This is an optimization exercise on Yosys and OpenROAD, whose aim is small area, not a production implementation.
Function was checked by simulation only, so behaviour that the tests miss may differ from the original.
Power is estimated from default activity; no workload was simulated.

$ cat flow/run.sh
#!/bin/bash
# synth_recipe.tcl (not shown) runs the flow's synth.tcl, then flattens the netlist and writes it again
# the make line also repeats each setting of config.mk as NAME=value (left out here)
make -C /OpenROAD-flow-scripts/flow DESIGN_CONFIG=/design/flow/config.mk WORK_HOME=/design/flow/orfs CLKGATE_MAP_FILE= SYNTH_SCRIPT=/design/flow/synth_recipe.tcl finish
$ cat flow/config.mk
export PLATFORM = sky130hd
export DESIGN_NAME = mmu_top
export DESIGN_NICKNAME = mmu_top
export VERILOG_FILES = /design/flow/design.v
export SDC_FILE = /design/flow/constraint.sdc
export NUM_CORES = 4
export LEC_CHECK = 0
export CAP_MARGIN = 20
export CORE_MARGIN = 2
export CORE_UTILIZATION = 80
export CTS_BUF_LIST = sky130_fd_sc_hd__clkbuf_8
export CTS_CLUSTER_DIAMETER = 45
export CTS_CLUSTER_SIZE = 16
export SLEW_MARGIN = 20
$ cat flow/design.v
package mmu_pkg;
  typedef logic [39-1:0]    vaddr_t;
  typedef logic [56-1:0]    paddr_t;
  typedef logic [44-1:0]    ppn_t;
  typedef logic [39-13:0]   vpn_t;
  typedef enum logic [1:0] {
    PRIV_LVL_U = 2'b00,
    PRIV_LVL_S = 2'b01,
    PRIV_LVL_M = 2'b11
  } priv_lvl_t;
  typedef struct packed {
    logic [9:0] rsvd;
    ppn_t       ppn;
    logic [1:0] rsw;
    logic       d;
    logic       a;
    logic       g;
    logic       u;
    logic       x;
    logic       w;
    logic       r;
    logic       v;
  } pte_t;
  typedef struct packed {
    logic valid;
    vpn_t vpn;
    pte_t pte;
    logic is_2m;
    logic is_1g;
  } tlb_entry_t;
  typedef struct packed {
    logic hit;
    pte_t pte;
    logic is_2m;
    logic is_1g;
  } tlb_rsp_t;
  typedef enum logic [3:0] {
    EXC_INSTR_ACCESS_FAULT = 4'd1,
    EXC_INSTR_PAGE_FAULT   = 4'd12,
    EXC_LOAD_PAGE_FAULT    = 4'd13,
    EXC_STORE_PAGE_FAULT   = 4'd15
  } exc_cause_t;
  typedef struct packed {
    logic        valid;
    exc_cause_t  cause;
    logic [63:0] tval;
  } exc_t;
  typedef struct packed {
    logic   valid;
    vaddr_t vaddr;
  } walk_req_t;
  typedef struct packed {
    logic       done;
    logic       error;
    vaddr_t     vaddr;
    tlb_entry_t entry;
  } walk_rsp_t;
  typedef enum logic [1:0] {
    IDLE,
    READ,
    WAIT,
    DONE
  } ptw_state_t;
  function automatic paddr_t merge_paddr(ppn_t ppn, vaddr_t vaddr, logic is_2m, logic is_1g);
    paddr_t paddr;
    paddr = {ppn, vaddr[11:0]};
    if (is_2m) begin
      paddr[20:12] = vaddr[20:12];
    end
    if (is_1g) begin
      paddr[29:12] = vaddr[29:12];
    end
    merge_paddr = paddr;
  endfunction
endpackage
`timescale 1ns/100ps
module mmu_tlb #(
  parameter int unsigned PW = 2
) (
  input  logic          clk_i,
  input  logic          rst_ni,
  input  logic          flush_i,
  input  logic          en_i,         
  input  logic [26:0]   lu_vpn_i,
  output logic [3:0]    lu_match_o,
  output logic [43:0]   lu_ppn_o,     
  output logic [PW-1:0] lu_perm_o,
  input  logic          wr_i,
  input  logic [26:0]   wr_vpn_i,
  input  logic [43:0]   wr_ppn_i,
  input  logic          wr_m1_i,
  input  logic          wr_m0_i,
  input  logic [PW-1:0] wr_perm_i
);
  logic [3:0]    valid_q;
  logic [1:0]    victim_q;
  logic [26:0]   vpn_q  [4];
  logic [43:0]   ppn_q  [4];
  logic [PW-1:0] perm_q [4];
  logic [3:0]    m0_q;
  logic [3:0]    m1_q;
  logic [3:0] sel, xsel;
  logic       m1, m0;
  always_comb begin
    for (int i = 0; i < 4; i++) begin
      m1_q[i] = m0_q[i] && vpn_q[i][0];
      lu_match_o[i] = valid_q[i] && (vpn_q[i][26:18] == lu_vpn_i[26:18])
                      && (m1_q[i] || (vpn_q[i][17:9] == lu_vpn_i[17:9]))
                      && (m0_q[i] || (vpn_q[i][8:0] == lu_vpn_i[8:0]));
    end
    sel[3] = lu_match_o[3];
    sel[2] = lu_match_o[2] && !lu_match_o[3];
    sel[1] = lu_match_o[1] && !lu_match_o[2] && !lu_match_o[3];
    sel[0] = lu_match_o[0] && !lu_match_o[1] && !lu_match_o[2] && !lu_match_o[3];
    xsel      = sel & {4{en_i}};
    m1        = 1'b0;
    m0        = 1'b0;
    lu_perm_o = '0;
    lu_ppn_o  = {17'b0, lu_vpn_i[26:18] & {9{!en_i}}, lu_vpn_i[17:0]};
    for (int i = 0; i < 4; i++) begin
      m1        = m1 | (xsel[i] & m1_q[i]);
      m0        = m0 | (xsel[i] & m0_q[i]);
      lu_perm_o = lu_perm_o | ({PW{sel[i]}} & perm_q[i]);
    end
    lu_ppn_o[17:9] = lu_ppn_o[17:9] & {9{!en_i || m1}};
    lu_ppn_o[8:0]  = lu_ppn_o[8:0] & {9{!en_i || m0}};
    for (int i = 0; i < 4; i++) begin
      lu_ppn_o = lu_ppn_o | ({44{xsel[i]}} & ppn_q[i]);
    end
  end
  always_ff @(posedge clk_i or negedge rst_ni) begin
    if (!rst_ni) begin
      valid_q  <= '0;
      victim_q <= '0;
    end else if (flush_i) begin
      valid_q <= '0;
    end else if (wr_i) begin
      valid_q[victim_q] <= 1'b1;
      victim_q          <= victim_q + 1'b1;
    end
  end
  always_ff @(posedge clk_i) begin
    if (wr_i) begin
      vpn_q[victim_q]  <= {wr_vpn_i[26:1], wr_m0_i ? wr_m1_i : wr_vpn_i[0]};
      ppn_q[victim_q]  <= wr_ppn_i;
      perm_q[victim_q] <= wr_perm_i;
      m0_q[victim_q]   <= wr_m0_i;
    end
  end
endmodule
module mmu_itlb (
  input  logic        clk_i,
  input  logic        rst_ni,
  input  logic        flush_i,
  input  logic        en_i,         
  input  logic [26:0] lu_vpn_i,     
  output logic        lu_hit_o,
  output logic [43:0] lu_ppn_o,     
  output logic [1:0]  lu_perm_o,
  input  logic        wr_early_i,   
  input  logic [43:0] wr_early_ppn_i,
  input  logic [1:0]  wr_early_perm_i,
  input  logic        wr_commit_i,  
  input  logic [43:0] wr_late_ppn_i,
  input  logic [1:0]  wr_late_perm_i,
  input  logic        wr_m1_i,
  input  logic        wr_m0_i
);
  logic [3:0]  valid_q;
  logic [1:0]  vpos_q;      
  logic        early_q;     
  logic [26:0] vpn_q  [4];
  logic [43:0] ppn_q  [4];
  logic [1:0]  perm_q [4];
  logic [3:0]  m0_q;
  logic [3:0]  m1_q;
  logic [3:0]  match;
  logic        m1, m0;
  logic        ins_early, ins;
  logic [26:0] wr_vpn;
  logic [43:0] wr_ppn;
  logic [1:0]  wr_perm;
  always_comb begin
    for (int i = 0; i < 4; i++) begin
      m1_q[i]  = m0_q[i] && vpn_q[i][0];
      match[i] = valid_q[i] && (vpn_q[i][26:18] == lu_vpn_i[26:18])
                 && (m1_q[i] || (vpn_q[i][17:9] == lu_vpn_i[17:9]))
                 && (m0_q[i] || (vpn_q[i][8:0] == lu_vpn_i[8:0]));
    end
    lu_hit_o  = (match != '0);
    m1        = 1'b0;
    m0        = 1'b0;
    lu_perm_o = '0;
    for (int i = 0; i < 4; i++) begin
      m1        = m1 | (match[i] & m1_q[i]);
      m0        = m0 | (match[i] & m0_q[i]);
      lu_perm_o = lu_perm_o | ({2{match[i]}} & perm_q[i]);
    end
    lu_ppn_o = {17'b0, lu_vpn_i[26:18] & {9{!en_i}},
                lu_vpn_i[17:9] & {9{!en_i || m1}}, lu_vpn_i[8:0] & {9{!en_i || m0}}};
    for (int i = 0; i < 4; i++) begin
      lu_ppn_o = lu_ppn_o | ({44{match[i] && en_i}} & ppn_q[i]);
    end
  end
  assign ins_early = wr_early_i && vpos_q[0];
  assign ins       = ins_early || (wr_commit_i && !early_q);
  assign wr_vpn    = {lu_vpn_i[26:1], wr_m0_i ? wr_m1_i : lu_vpn_i[0]};
  assign wr_ppn    = wr_early_i ? wr_early_ppn_i : wr_late_ppn_i;
  assign wr_perm   = wr_early_i ? wr_early_perm_i : wr_late_perm_i;
  always_ff @(posedge clk_i or negedge rst_ni) begin
    if (!rst_ni) begin
      valid_q <= '0;
      vpos_q  <= '0;
    end else begin
      for (int i = 0; i < 4; i++) begin
        if (flush_i) begin
          valid_q[(i + 1) % 4] <= 1'b0;
        end else if (vpos_q == 2'(i) && ins_early) begin
          valid_q[(i + 1) % 4] <= 1'b0;
        end else if (vpos_q == 2'(i) && wr_commit_i) begin
          valid_q[(i + 1) % 4] <= 1'b1;
        end else begin
          valid_q[(i + 1) % 4] <= valid_q[i];
        end
      end
      vpos_q <= vpos_q + ((wr_commit_i && !flush_i) ? 2'd2 : 2'd1);
    end
  end
  always_ff @(posedge clk_i) begin
    early_q <= ins_early;
    for (int i = 0; i < 4; i++) begin
      if (i % 2 == 1 && ins && vpos_q == 2'(i)) begin
        vpn_q[(i + 1) % 4]  <= wr_vpn;
        ppn_q[(i + 1) % 4]  <= wr_ppn;
        perm_q[(i + 1) % 4] <= wr_perm;
        m0_q[(i + 1) % 4]   <= wr_m0_i;
      end else begin
        vpn_q[(i + 1) % 4]  <= vpn_q[i];
        ppn_q[(i + 1) % 4]  <= ppn_q[i];
        perm_q[(i + 1) % 4] <= perm_q[i];
        m0_q[(i + 1) % 4]   <= m0_q[i];
      end
    end
  end
endmodule
`timescale 1ns/100ps
module mmu_top (
  input  logic      clk_i,
  input  logic      rst_ni,
  input  logic      enable_translation_i,
  input  logic      flush_tlb_i,
  input  mmu_pkg::ppn_t      satp_ppn_i,
  input  mmu_pkg::priv_lvl_t priv_lvl_i,
  input  mmu_pkg::priv_lvl_t ld_st_priv_lvl_i,
  input  logic      sum_i,
  input  logic      fetch_req_i,
  input  mmu_pkg::vaddr_t    fetch_vaddr_i,
  output logic      fetch_valid_o,
  output mmu_pkg::paddr_t    fetch_paddr_o,
  output mmu_pkg::exc_t      fetch_exc_o,
  input  logic      lsu_req_i,
  input  logic      lsu_is_store_i,
  input  mmu_pkg::vaddr_t    lsu_vaddr_i,
  output logic      lsu_dtlb_hit_o,
  output mmu_pkg::ppn_t      lsu_dtlb_ppn_o,
  output logic      lsu_valid_o,
  output mmu_pkg::paddr_t    lsu_paddr_o,
  output mmu_pkg::exc_t      lsu_exc_o,
  output logic      mem_req_o,
  output mmu_pkg::paddr_t    mem_addr_o,
  input  logic      mem_rvalid_i,
  input  mmu_pkg::pte_t      mem_rdata_i
);
  localparam logic [1:0] IDLE = 2'd0, READ = 2'd1, WAIT = 2'd2, DONE = 2'd3;
  logic        en;
  assign en = enable_translation_i;
  logic [1:0]  state_q;
  logic [1:0]  level_q;
  logic        owner_d_q;
  logic        err_q;
  logic [43:0] ppn_q;
  logic [3:0]  pbits_q;    
  logic [38:0] dva_q;
  logic        ireq, dreq, grant;
  logic [38:0] wva;
  logic [8:0]  vpn_idx;
  logic        pte_leaf, pte_fault;
  logic        idone, ddone;
  assign grant   = (state_q == IDLE) && (ireq || dreq);
  assign wva     = owner_d_q ? dva_q : fetch_vaddr_i;
  assign vpn_idx = (level_q == 2'd2) ? wva[38:30] :
                   (level_q == 2'd1) ? wva[29:21] : wva[20:12];
  assign mem_req_o  = (state_q == READ);
  assign mem_addr_o = {(level_q == 2'd2) ? satp_ppn_i : ppn_q, vpn_idx, 3'b000};
  always_comb begin
    pte_leaf  = mem_rdata_i.r || mem_rdata_i.x;
    pte_fault = !mem_rdata_i.v || (mem_rdata_i.w && !mem_rdata_i.r);
    if (pte_leaf) begin
      if (!mem_rdata_i.a) pte_fault = 1'b1;
      if (level_q == 2'd2 && mem_rdata_i.ppn[17:0] != '0) pte_fault = 1'b1;
      if (level_q == 2'd1 && mem_rdata_i.ppn[8:0] != '0) pte_fault = 1'b1;
    end else if (level_q == 2'd0) begin
      pte_fault = 1'b1;
    end
  end
  always_ff @(posedge clk_i or negedge rst_ni) begin
    if (!rst_ni) begin
      state_q <= IDLE;
    end else begin
      case (state_q)
        IDLE: if (ireq || dreq) state_q <= READ;
        READ: state_q <= WAIT;
        WAIT: if (mem_rvalid_i) state_q <= (pte_fault || pte_leaf) ? DONE : READ;
        default: state_q <= IDLE;
      endcase
    end
  end
  always_ff @(posedge clk_i) begin
    ppn_q   <= mem_rdata_i.ppn;
    pbits_q <= {mem_rdata_i.u, mem_rdata_i.x, mem_rdata_i.w && mem_rdata_i.d, mem_rdata_i.r};
    if (grant) begin
      level_q   <= 2'd2;
      owner_d_q <= dreq;
    end else if (state_q == WAIT && mem_rvalid_i) begin
      if (!pte_leaf && !pte_fault) level_q <= level_q - 1'b1;
      err_q <= pte_fault;
    end
    if (grant && dreq) begin
      dva_q <= lsu_vaddr_i;
    end
  end
  assign idone = (state_q == DONE) && !owner_d_q;
  assign ddone = (state_q == DONE) && owner_d_q;
  logic        ihit_raw;
  logic [3:0]  dmatch;
  logic [43:0] ippn, dppn;
  logic [1:0]  iperm;    
  logic [2:0]  dperm;    
  logic pte_ok;
  assign pte_ok = (state_q == WAIT) && mem_rvalid_i && pte_leaf && !pte_fault;
  mmu_itlb i_itlb (
    .clk_i, .rst_ni, .flush_i(flush_tlb_i), .en_i(en),
    .lu_vpn_i(fetch_vaddr_i[38:12]), .lu_hit_o(ihit_raw), .lu_ppn_o(ippn),
    .lu_perm_o(iperm),
    .wr_early_i(pte_ok && !owner_d_q),
    .wr_early_ppn_i(mem_rdata_i.ppn), .wr_early_perm_i({mem_rdata_i.u, mem_rdata_i.x}),
    .wr_commit_i(idone && !err_q),
    .wr_late_ppn_i(ppn_q), .wr_late_perm_i(pbits_q[3:2]),
    .wr_m1_i(level_q == 2'd2), .wr_m0_i(level_q != 2'd0)
  );
  mmu_tlb #(.PW(3)) i_dtlb (
    .clk_i, .rst_ni, .flush_i(flush_tlb_i), .en_i(en),
    .lu_vpn_i(lsu_vaddr_i[38:12]), .lu_match_o(dmatch), .lu_ppn_o(dppn),
    .lu_perm_o(dperm),
    .wr_i(ddone && !err_q), .wr_vpn_i(dva_q[38:12]),
    .wr_ppn_i(ppn_q), .wr_m1_i(level_q == 2'd2), .wr_m0_i(level_q != 2'd0),
    .wr_perm_i({pbits_q[3], pbits_q[1:0]})
  );
  logic ihit, canonical, ipriv_err, ibad;
  assign ihit      = fetch_req_i && ihit_raw;
  assign canonical = (fetch_vaddr_i[38] == fetch_vaddr_i[37]);
  assign ibad      = fetch_req_i && !canonical;
  assign ipriv_err = ((priv_lvl_i == mmu_pkg::PRIV_LVL_U) && !iperm[1])
                     || ((priv_lvl_i == mmu_pkg::PRIV_LVL_S) && iperm[1]);
  assign ireq      = en && !ibad && !ihit && fetch_req_i;
  always_comb begin
    fetch_valid_o     = fetch_req_i;
    fetch_exc_o.valid = 1'b0;
    if (en) begin
      if (ibad) begin
        fetch_valid_o     = 1'b1;
        fetch_exc_o.valid = 1'b1;
      end else if (ihit) begin
        fetch_exc_o.valid = !iperm[0] || ipriv_err;
      end else begin
        fetch_valid_o     = idone && err_q;
        fetch_exc_o.valid = idone && err_q;
      end
    end
  end
  assign fetch_exc_o.cause = canonical ? mmu_pkg::EXC_INSTR_PAGE_FAULT
                                       : mmu_pkg::EXC_INSTR_ACCESS_FAULT;
  assign fetch_exc_o.tval  = 64'(fetch_vaddr_i);
  assign fetch_paddr_o     = {ippn, fetch_vaddr_i[11:0]};
  logic        dhit, dpriv_err, dperm_err;
  logic        valid_q, exc_q, store_q;
  logic [55:0] res_q;    
  assign dhit      = (dmatch != '0);
  assign dreq      = lsu_req_i && en && !dhit;
  assign dpriv_err = ((ld_st_priv_lvl_i == mmu_pkg::PRIV_LVL_S) && dperm[2] && !sum_i)
                     || ((ld_st_priv_lvl_i == mmu_pkg::PRIV_LVL_U) && !dperm[2]);
  assign dperm_err = dpriv_err || (lsu_is_store_i ? !dperm[1] : !dperm[0]);
  assign lsu_dtlb_hit_o = lsu_req_i && (!en || dhit);
  assign lsu_dtlb_ppn_o = dppn;
  always_ff @(posedge clk_i or negedge rst_ni) begin
    if (!rst_ni) begin
      valid_q <= 1'b0;
    end else begin
      valid_q <= lsu_dtlb_hit_o;
    end
  end
  always_ff @(posedge clk_i) begin
    exc_q   <= en && dperm_err;
    store_q <= lsu_is_store_i;
    res_q   <= {(en && (!dhit || dperm_err)) ? mmu_pkg::ppn_t'(lsu_vaddr_i[38:12])
                                            : lsu_dtlb_ppn_o,
                lsu_vaddr_i[11:0]};
  end
  assign lsu_valid_o       = valid_q || (ddone && err_q);
  assign lsu_exc_o.valid   = (valid_q && exc_q) || (ddone && err_q);
  assign lsu_exc_o.cause   = store_q ? mmu_pkg::EXC_STORE_PAGE_FAULT : mmu_pkg::EXC_LOAD_PAGE_FAULT;
  assign lsu_exc_o.tval    = 64'((valid_q && exc_q) ? res_q[38:0] : dva_q);
  assign lsu_paddr_o       = res_q;
endmodule
$ cat flow/constraint.sdc
create_clock -name core_clock -period 8.5 [get_ports {clk_i}]
set_input_delay 1.7000 -clock core_clock [delete_from_list [all_inputs] [get_ports {clk_i}]]
set_output_delay 1.7000 -clock core_clock [all_outputs]
set_load 0.01 [all_outputs]
==> run summary <==
worst min-delay path by stage:
| stage | endpoint | from |
|---|---|---|
| final | i_itlb.ppn_q[1][8]$_DFF_P_ | i_itlb.ppn_q[0][8]$_DFF_P_ |
| after global routing | i_itlb.ppn_q[1][1]$_DFF_P_ | i_itlb.ppn_q[0][1]$_DFF_P_ |
| after CTS | i_itlb.ppn_q[1][8]$_DFF_P_ | i_itlb.ppn_q[0][8]$_DFF_P_ |
| after detailed placement | i_itlb.ppn_q[1][6]$_DFF_P_ | i_itlb.ppn_q[0][6]$_DFF_P_ |
| after global placement | i_itlb.ppn_q[3][18]$_DFF_P_ | i_itlb.ppn_q[2][18]$_DFF_P_ |
| after floorplan | i_itlb.ppn_q[3][1]$_DFF_P_ | i_itlb.ppn_q[2][1]$_DFF_P_ |
per-layer routing:
metal / vias up / share of wire, % / GRT usage (%)
li1: 9101 / - / -
met1: 11100 / 30 / 60.6
met2: 3039 / 45 / 80.5
met3: 884 / 16 / 14.6
met4: 4 / 9.1 / 30.0
met5: - / 0.075 / 0
worst register-to-register path: cells and delay by family (launching register included):
family / cells / cell delay [ns]
AO/OA/AOI/OAI: 5 / 1.30
adder cells (fa/ha/maj): 1 / 0.38
buffers and inverters: 2 / 0.73
flip-flops: 1 / 0.39
AND/OR/NAND/NOR: 3 / 1.68
flip-flops by register name, indices dropped and copies added (netlist names), 2 cells and up:
name / cells
res_q: 56
i_dtlb.m0_q: 4
i_itlb.ppn_q: 176
level_q: 2
state_q: 2
dva_q: 39
i_itlb.m0_q: 4
pbits_q: 4
i_itlb.vpos_q: 2
i_dtlb.perm_q: 12
i_dtlb.victim_q: 2
i_itlb.vpn_q: 108
i_itlb.perm_q: 8
i_dtlb.vpn_q: 108
i_dtlb.ppn_q: 176
ppn_q: 44
i_itlb.valid_q: 4
i_dtlb.valid_q: 4
cell type report:
type | count | area [um2] | area share (%)
Inverter | 19 | 71.3 | 0.205
Clock buffer | 63 | 867 | 2.49
Tap cell | 468 | 586 | 1.68
Clock inverter | 40 | 206 | 0.592
Sequential cell | 761 | 18700 | 53.7
Antenna cell | 5 | 12.5 | 0.0359
Multi-Input combinational cell | 1445 | 9600 | 27.5
Timing Repair Buffer | 479 | 4780 | 13.7
cells in the final DEF (no fill, tap or decap), types with 8 or more instances in the layout:
cell / n
a21o_1: 22
nand4_1: 37
ha_1: 8
nor2b_1: 9
mux4_2: 9
xor2_1: 43
nand2_1: 402
nand3_1: 20
a22o_1: 46
dfrtp_1: 15
mux2i_1: 66
a221o_1: 9
mux2_2: 87
dfxtp_1: 405
a21oi_1: 31
clkdlybuf4s50_1: 446
nor4_1: 11
o21ai_0: 75
inv_1: 44
a22oi_1: 66
a222oi_1: 35
conb_1: 57
a221oi_1: 9
mux2_1: 9
nor3_1: 30
clkbuf_8: 63
and2_1: 21
edfxtp_1: 341
buf_4: 28
xnor2_1: 178
nor2_1: 56
o21ai_1: 28
cell families after synthesis:
logic type,after synthesis
xor gates and xnor gates,221
adders and majority gates,9
other,2
buffers and inverters,285
and+or+nand+nor,625
DFF,761
AOI/OAI and AO/OA,362
muxes,171
metrics by stage:
step	utilization, %	total power, W
2_1_floorplan	-	0.00541
3_3_place_gp	91.9	0.00592
3_5_place_dp	91.9	0.00605
4_1_cts	94.8	0.00793
5_1_grt	95.2	0.00827
6_report	95.2	0.00815
report_power, final:
group	leakage (nW)	switching [W]	internal, W	total (W)
Sequential	6.60	0.000418	0.00434	0.00476
Combinational	6.15	0.000756	0.000666	0.00142
Clock	0.652	0.00127	0.000701	0.00197
Total	13.4	0.00244	0.00571	0.00815
==> summary.txt <==
Clock network
  – Maximum root-to-sink buffer count: 3
  – CTS tree: built
  – Cts bufs inserted: between 50 and 60
  – Hold-fix buffers at CTS: 0
  – Root cell of the clock tree: clkbuf_8
  – Clock sink count: about 760
  – Post-CTS Setup Bufs: 0
  – H-tree Lvls: 2
  – Clk pin slew, worst setup/hold paths: 0.10 ns
  – Resize count post-CTS: 0
  – Clk latency of the worst-skew pair: 0.72 ns

Worst setup path
  – Critical path class: in -> out
  – CP max-delay cell: clkdlybuf4s50_1
  – R2R Path End: i_itlb.ppn_q[0][39]$_DFF_P_
  – Setup crit end kind: primary output
  – Critical Path Start: fetch_vaddr_i[29]
  – Worst Setup EP: fetch_paddr_o[19]
  – Worst r2r path cells: 11
  – R2R Path Start: level_q[1]$_SDFFE_PP1P_
  – Critical Path AT: between 6 and 7 ns
  – WP buf/inv: 3
  – WP depth: 12
  – Worst path max stage delay: roughly 0.75 ns
  – Crit Path Max Fanout: 20
  – CP top delay family: buffers and inverters
  – Required @ worst endpoint: a little under 7 ns
  – Reg2reg setup slack: slightly below 4 ns
  – CP Launch Type: primary input
  – Cell chain of the critical path: clkdlybuf4s50_1 > xnor2_1 > nand4_1 > nor4_1 > nand4_1 > a21boi_0 > and2_2 > buf_4 > a22o_1 > a21oi_1 > nand2_1 > clkdlybuf4s50_1

Timing
  – Final worst path period share: a little over nine tenths
  – F_max: roughly 120 MHz
  – Final hold viol count: 0
  – TNS Setup: 0 ns
  – Unrepaired setup endpoints after global routing: no
  – Setup ws final: around 0.22 ns
  – Setup Viol. Count Final: 0
  – Slew HR: approximately a fifth
  – Crit path time final: between 8 and 9 ns
  – Max Slew Vio Count: 0
  – Hold Slack: roughly 0.35 ns
  – Worst clock skew: slightly below 0.03 ns
  – Worst Tran Pin Value: between 1 and 1.5 ns

Detailed routing
  – DR WL/cell: 32.3 um
  – Routed via count: approximately 24000
  – Drt first pass iters: 14
  – Post-route ant nets: 0
  – DR iter-0 viols: just under 5000
  – Drt total wl: roughly 110000 um
  – Vias per inst: 7.37
  – DRC Markers: 0

Logic synthesis
  – Synth top cells by count: 405 x dfxtp_1, 404 x nand2_1, 341 x edfxtp_1
  – Synthesized area: ~30000 um2
  – Proportion of synthesized area in mux cells: between 6 and 7%
  – FF+latch count, synth: between 700 and 800
  – Largest area contributor in the netlist: edfxtp_1
  – Syn Inst Count: 2436
  – Post-synth top area share: 34.5%
  – Sequential share of the synthesized area: between 60% and 70%
  – Xor/xnor cell area share of the yosys netlist: between 6 and 7%
  – Largest family of logic cells by synthesized area: simple AND/OR/NAND/NOR gates
  – Synth Flop Type: dfxtp_1
  – Post-synthesis adder-cell area fraction: less than 1%
  – Cell with the most instances after synthesis: dfxtp_1
  – Library cells used by synthesis: around 70
  – Compound-cell area share of the yosys netlist: 8.79%
  – Syn avg cell area: about 12 um2
  – Post-Synth Simple-Gate Area: a little under a tenth
  – Synth area leaders: edfxtp_1 35%, dfxtp_1 27%, xnor2_1 5.3%
  – Number of synthesized flops with an enable pin: around 340
  – Yosys warnings: 8
  – Post-synth ARST share: approximately 2.0%

Placement
  – Detailed Place HPWL: around 61000 um
  – DP Worst Slack: just under 1 ns
  – Gpl congestion: 0.949
  – Area after DPL: roughly 34000 um2
  – Port Buffers: about 450
  – Placed instance count: between 3000 and 4000

Hold path
  – Worst hold stages: 0
  – Worst hold path type: reg -> reg

Outcome
  – Status: finished clean

Power
  – Peak VDD IR: 0.214 mV
  – Cell area power density: 234 nW/um2
  – Leak: 13.4 nW

Global routing
  – Antenna violations before repair: 6
  – Aggregate global-route resource usage: about half
  – Largest net degree at the start of global routing: 76
  – First-pass GRT wire length: between 100000 and 150000 um
  – Total gr overflow: 0
  – Vias in the first global route: ~23000

Cells and area
  – Fin cells: 3280
  – Area growth syn-to-layout: 17.4%
  – Design Area, Final: approximately 35000 um2
  – Fill cells: 883
  – Final net count: just under 3000
  – Share of layout cells above drive strength 1: 8.44%

Flow run
  – # Max-Cap Violations: 0

Floorplanning
  – Placement row count: 70
  – Placeable Area: approximately 37000 um2
  – Initial core utilization: about four fifths
  – Die area: 38700 um2
  – DIE HEIGHT: a little under 200 um
  – Die W: about 200 um
  – I/O pin count: 553

[port drivers added, routing unchanged]
In the flow no input, the clock included, has a driving cell. The finished layout below was timed again as built, in two steps. Step 1, drivers: a clkbuf_16 drives clk_i and a buf_2 each remaining input, both assumed. Step 2 adds t to the input delays and takes it off the output delays; t is the mean of the earliest and latest rising clock arrival at the registers after step 1. Input paths then give back, and output paths get back, about the clock's delay inside the block. Slacks: no drivers / after step 1 / after step 2; pairs: no drivers / after step 1.
t (ns): 0.762
setup WS [ns]: 0.221 / 0.192 / 0.192
worst hold slack (ns): 0.347 / 0.347 / 0.347
latest minus earliest clock arrival (ns): 0.030 / 0.031
After both steps this run still meets setup and hold. For this run, drivers alone change the setup slack by -0.029 ns; drivers and shift together by -0.029 ns.
